Background: an optimization exercise with open tools, aiming at small area, a short achievable clock period and few clock cycles per item. Do not read the settings as production practice.
Only simulation tests tie the RTL to the original design; equivalence was not proved.
Power is estimated from default activity; no workload was simulated.

==> flow/design.v <==
package wht_pkg;
   localparam int X_BITS = 12;
   localparam int Y_BITS = 11;
   localparam int ID_BITS = 4;
   localparam int WINDOWS_DEFAULT = 16;
   localparam logic CMD_LOAD = 1'b0;
   localparam logic CMD_CLICK = 1'b1;
   localparam int RECT_BITS = 2 * X_BITS + 2 * Y_BITS;
   localparam int ENTRY_BITS = 1 + ID_BITS + RECT_BITS;
endpackage
module wht_gt #(
   parameter int W = 12
) (
   input  logic [W-1:0] a,
   input  logic [W-1:0] b_n,
   output logic         gt
);
   logic [15:0] g, p;
   always_comb begin
      g = '0;
      p = '1;
      g[W-1:0] = a & b_n;
      p[W-1:0] = a | b_n;
      for (int lvl = 0; lvl < 4; lvl++) begin
         for (int k = 0; k < (8 >> lvl); k++) begin
            g[k] = g[2*k+1] | (p[2*k+1] & g[2*k]);
            p[k] = p[2*k+1] & p[2*k];
         end
      end
      gt = g[0];
   end
endmodule
module wht_cell (
   input  logic                           clock,
   input  logic                           reset,
   input  logic                           write,
   input  logic [wht_pkg::RECT_BITS-1:0]  wr_rect,
   input  logic [wht_pkg::X_BITS-1:0]     op_x,
   input  logic [wht_pkg::Y_BITS-1:0]     op_y,
   input  logic [wht_pkg::X_BITS-1:0]     op_x_n,
   input  logic [wht_pkg::Y_BITS-1:0]     op_y_n,
   output logic                           holds
);
   logic                          valid_ff;
   logic [wht_pkg::X_BITS-1:0]    left_ff, right_n_ff;
   logic [wht_pkg::Y_BITS-1:0]    bottom_ff, top_n_ff;
   logic [wht_pkg::X_BITS-1:0]    wr_left, wr_right;
   logic [wht_pkg::Y_BITS-1:0]    wr_bottom, wr_top;
   logic                          left_gt, right_lt, bottom_gt, top_lt;
   assign {wr_left, wr_bottom, wr_right, wr_top} = wr_rect;
   always_ff @(posedge clock) begin
      if (reset) begin
         valid_ff <= 1'b0;
      end else if (write) begin
         valid_ff <= 1'b1;
      end
   end
   always_ff @(posedge clock) begin
      if (write) begin
         left_ff    <= wr_left;
         bottom_ff  <= wr_bottom;
         right_n_ff <= ~wr_right;
         top_n_ff   <= ~wr_top;
      end
   end
   wht_gt #(.W(wht_pkg::X_BITS)) u_left   (.a(left_ff),   .b_n(op_x_n),     .gt(left_gt));
   wht_gt #(.W(wht_pkg::X_BITS)) u_right  (.a(op_x),      .b_n(right_n_ff), .gt(right_lt));
   wht_gt #(.W(wht_pkg::Y_BITS)) u_bottom (.a(bottom_ff), .b_n(op_y_n),     .gt(bottom_gt));
   wht_gt #(.W(wht_pkg::Y_BITS)) u_top    (.a(op_y),      .b_n(top_n_ff),   .gt(top_lt));
   assign holds = valid_ff && !left_gt && !right_lt && !bottom_gt && !top_lt;
endmodule
module window_hit_test_move_to_front_top #(
   parameter int WINDOWS = wht_pkg::WINDOWS_DEFAULT
) (
   input  logic                        clock,
   input  logic                        reset,
   input  logic                        req_valid,
   output logic                        req_ready,
   input  logic                        req_command,
   input  logic [wht_pkg::ID_BITS-1:0] req_window_index,
   input  logic [wht_pkg::X_BITS-1:0]  req_rect_left,
   input  logic [wht_pkg::Y_BITS-1:0]  req_rect_bottom,
   input  logic [wht_pkg::X_BITS-1:0]  req_rect_right,
   input  logic [wht_pkg::Y_BITS-1:0]  req_rect_top,
   input  logic [wht_pkg::X_BITS-1:0]  req_point_x,
   input  logic [wht_pkg::Y_BITS-1:0]  req_point_y,
   output logic                        rsp_valid,
   input  logic                        rsp_ready,
   output logic                        rsp_hit,
   output logic [wht_pkg::ID_BITS-1:0] rsp_selected_window
);
   localparam int QDEPTH = 4;
   localparam int RES_BITS = 1 + wht_pkg::ID_BITS;
   logic                          ready_ff;
   logic                          accept;
   logic                          s1_load_ff, s1_click_ff;
   logic [wht_pkg::ID_BITS-1:0]   s1_idx_ff;
   logic [wht_pkg::X_BITS-1:0]    s1_x_ff;
   logic [wht_pkg::Y_BITS-1:0]    s1_y_ff;
   assign accept = req_valid && ready_ff;
   always_ff @(posedge clock) begin
      if (reset) begin
         s1_load_ff  <= 1'b0;
         s1_click_ff <= 1'b0;
      end else begin
         s1_load_ff  <= accept && (req_command == wht_pkg::CMD_LOAD);
         s1_click_ff <= accept && (req_command == wht_pkg::CMD_CLICK);
      end
   end
   always_ff @(posedge clock) begin
      s1_idx_ff  <= req_window_index;
      s1_x_ff    <= req_point_x;
      s1_y_ff    <= req_point_y;
   end
   logic [WINDOWS-1:0] holds;
   logic [WINDOWS-1:0] s1_onehot;
   logic [WINDOWS-1:0] s2_vec_in;
   logic               load_now;
   assign load_now = accept && (req_command == wht_pkg::CMD_LOAD);
   for (genvar w = 0; w < WINDOWS; w++) begin : g_win
      assign s1_onehot[w] = (s1_idx_ff == w);
      wht_cell u_cell (
         .clock  (clock),
         .reset  (reset),
         .write  (load_now && (req_window_index == w)),
         .wr_rect({req_rect_left, req_rect_bottom, req_rect_right, req_rect_top}),
         .op_x   (s1_x_ff),
         .op_y   (s1_y_ff),
         .op_x_n (~s1_x_ff),
         .op_y_n (~s1_y_ff),
         .holds  (holds[w])
      );
      assign s2_vec_in[w] = s1_load_ff ? s1_onehot[w] : (s1_click_ff && holds[w]);
   end
   logic               s2_click_ff;
   logic [WINDOWS-1:0] s2_vec_ff;
   always_ff @(posedge clock) begin
      if (reset) begin
         s2_click_ff <= 1'b0;
      end else begin
         s2_click_ff <= s1_click_ff;
      end
   end
   always_ff @(posedge clock) begin
      s2_vec_ff <= s2_vec_in;
   end
   logic [WINDOWS-1:0] above_ff [WINDOWS];
   logic [WINDOWS-1:0] above [WINDOWS];
   logic [WINDOWS-1:0] sel;
   always_comb begin
      for (int i = 0; i < WINDOWS; i++) begin
         for (int j = 0; j < WINDOWS; j++) begin
            if (i < j) above[i][j] = above_ff[i][j];
            else if (i > j) above[i][j] = !above_ff[j][i];
            else above[i][j] = 1'b0;
         end
      end
   end
   always_comb begin
      for (int w = 0; w < WINDOWS; w++) begin
         logic covered;
         covered = 1'b0;
         for (int v = 0; v < WINDOWS; v++) begin
            if (v != w) covered = covered | (s2_vec_ff[v] & above[v][w]);
         end
         sel[w] = s2_vec_ff[w] & !covered;
      end
   end
   always_ff @(posedge clock) begin
      for (int i = 0; i < WINDOWS; i++) begin
         for (int j = i + 1; j < WINDOWS; j++) begin
            above_ff[i][j] <= sel[i] | (above_ff[i][j] & !sel[j]);
         end
      end
   end
   logic                        res_hit;
   logic [wht_pkg::ID_BITS-1:0] res_id;
   always_comb begin
      res_id = '0;
      for (int w = 0; w < WINDOWS; w++) begin
         res_id = res_id | (sel[w] ? wht_pkg::ID_BITS'(w) : '0);
      end
   end
   assign res_hit = |s2_vec_ff;
   logic [RES_BITS-1:0] q_ff [QDEPTH];
   logic [2:0]          cnt_ff, cnt_in, cnt_pop;
   logic                rsp_valid_ff;
   logic                pop, push;
   logic [2:0]          occ;
   assign pop = rsp_valid_ff && rsp_ready;
   assign push = s2_click_ff;
   assign cnt_pop = cnt_ff - {2'b00, pop};
   assign cnt_in = cnt_pop + {2'b00, push};
   always_ff @(posedge clock) begin
      for (int k = 0; k < QDEPTH; k++) begin
         if (push && (cnt_pop == k)) begin
            q_ff[k] <= {res_hit, res_id};
         end else if (pop) begin
            q_ff[k] <= (k + 1 < QDEPTH) ? q_ff[(k + 1) % QDEPTH] : q_ff[k];
         end
      end
   end
   assign occ = cnt_in + {2'b00, s1_click_ff}
                + {2'b00, accept && (req_command == wht_pkg::CMD_CLICK)};
   always_ff @(posedge clock) begin
      if (reset) begin
         cnt_ff       <= '0;
         rsp_valid_ff <= 1'b0;
         ready_ff     <= 1'b1;
      end else begin
         cnt_ff       <= cnt_in;
         rsp_valid_ff <= (cnt_in != 0);
         ready_ff     <= (occ < QDEPTH);
      end
   end
   assign req_ready = ready_ff;
   assign rsp_valid = rsp_valid_ff;
   assign rsp_hit = q_ff[0][RES_BITS-1];
   assign rsp_selected_window = q_ff[0][wht_pkg::ID_BITS-1:0];
endmodule
export LEC_CHECK = 0
export CAP_MARGIN = 20
export CORE_MARGIN = 2
export CORE_UTILIZATION = 60
export CTS_CLUSTER_DIAMETER = 60
export CTS_CLUSTER_SIZE = 30
export SETUP_SLACK_MARGIN = 3.5
export SLEW_MARGIN = 20
create_clock -name core_clock -period 6.0 [get_ports {clock}]
standard.sh (not shown) runs the stock make flow with config.mk's settings and CLKGATE_MAP_FILE= SYNTH_SCRIPT=/design/flow/synth_recipe.tcl, a recipe that flattens the netlist after the stock synthesis.
==> flow/flow/run.sh <==
#!/bin/bash
# The standard layout with two changes: clock tree synthesis adds no dummy loads to balance
# the leaf buffers, and the ports are buffered with buf_2 rather than the delay buffer that
# buffer_ports picks by itself. The ORFS output goes to standard.log.
set -euo pipefail
export CTS_ARGS="-sink_clustering_enable -repair_clock_nets -dont_use_dummy_load -sink_clustering_size 30 -sink_clustering_max_diameter 60"
export BUFFER_PORTS_ARGS="-buffer_cell sky130_fd_sc_hd__buf_2"
bash standard.sh > standard.log 2>&1
Testbench counts at the start, summed over its fixed seeds: cycles 24,024, items 24,000.
Edit:
--- a/flow/design.v
+++ b/flow/design.v
@@ -92,45 +92,49 @@
    localparam int QDEPTH = 4;
    localparam int RES_BITS = 1 + wht_pkg::ID_BITS;
    logic                          ready_ff;
    logic                          accept;
    logic                          s1_load_ff, s1_click_ff;
    logic [wht_pkg::ID_BITS-1:0]   s1_idx_ff;
+   logic [wht_pkg::RECT_BITS-1:0] s1_rect_ff;
    logic [wht_pkg::X_BITS-1:0]    s1_x_ff;
    logic [wht_pkg::Y_BITS-1:0]    s1_y_ff;
+   logic [wht_pkg::X_BITS-1:0]    s1_x_n_ff;
+   logic [wht_pkg::Y_BITS-1:0]    s1_y_n_ff;
    assign accept = req_valid && ready_ff;
    always_ff @(posedge clock) begin
       if (reset) begin
          s1_load_ff  <= 1'b0;
          s1_click_ff <= 1'b0;
       end else begin
          s1_load_ff  <= accept && (req_command == wht_pkg::CMD_LOAD);
          s1_click_ff <= accept && (req_command == wht_pkg::CMD_CLICK);
       end
    end
    always_ff @(posedge clock) begin
       s1_idx_ff  <= req_window_index;
+      s1_rect_ff <= {req_rect_left, req_rect_bottom, req_rect_right, req_rect_top};
       s1_x_ff    <= req_point_x;
       s1_y_ff    <= req_point_y;
+      s1_x_n_ff  <= ~req_point_x;
+      s1_y_n_ff  <= ~req_point_y;
    end
    logic [WINDOWS-1:0] holds;
    logic [WINDOWS-1:0] s1_onehot;
    logic [WINDOWS-1:0] s2_vec_in;
-   logic               load_now;
-   assign load_now = accept && (req_command == wht_pkg::CMD_LOAD);
    for (genvar w = 0; w < WINDOWS; w++) begin : g_win
       assign s1_onehot[w] = (s1_idx_ff == w);
       wht_cell u_cell (
          .clock  (clock),
          .reset  (reset),
-         .write  (load_now && (req_window_index == w)),
-         .wr_rect({req_rect_left, req_rect_bottom, req_rect_right, req_rect_top}),
+         .write  (s1_load_ff && s1_onehot[w]),
+         .wr_rect(s1_rect_ff),
          .op_x   (s1_x_ff),
          .op_y   (s1_y_ff),
-         .op_x_n (~s1_x_ff),
-         .op_y_n (~s1_y_ff),
+         .op_x_n (s1_x_n_ff),
+         .op_y_n (s1_y_n_ff),
          .holds  (holds[w])
       );
       assign s2_vec_in[w] = s1_load_ff ? s1_onehot[w] : (s1_click_ff && holds[w]);
    end
    logic               s2_click_ff;
    logic [WINDOWS-1:0] s2_vec_ff;
- power is higher by a few percent
- register-to-register slack improved by 0.08 ns
- die area is higher slightly
- clock-buffer cell count does not change
- synthesized cell count is lower slightly
- fmax is higher by a few percent
- hold slack is about the same
Testbench counts after the change, summed over its fixed seeds: cycles 24,024, items 24,000.

[afterwards: timing with drivers on the ports]
The flow's constraints put no driver on any port. The routed layouts listed below were extracted and timed again, unchanged, in two steps.
Step 1, drivers: a clkbuf_16 drives clock and a buf_2 each remaining input, both assumed.
Step 2, shift: input delay + t, output delay - t, t = (earliest + latest rising clock arrival at the registers) / 2. This alone moves slack from input paths to output paths.
Three values: no drivers, after step 1, after step 2; two values: the first two.
run	t, ns	setup WS [ns]	hold slack, ns	worst data-port slew with drivers (ns)
the first run	0.706	3.243 / 3.234 / 2.529	0.447 / 0.447 / 0.447	0.09
the second run	0.720	3.339 / 3.339 / 2.945	0.449 / 0.449 / 0.449	0.05
After both steps setup and hold are still met in every run listed. The setup slack of the first run, which loses most, moves by -0.009 ns with the drivers and by -0.714 ns with both steps.
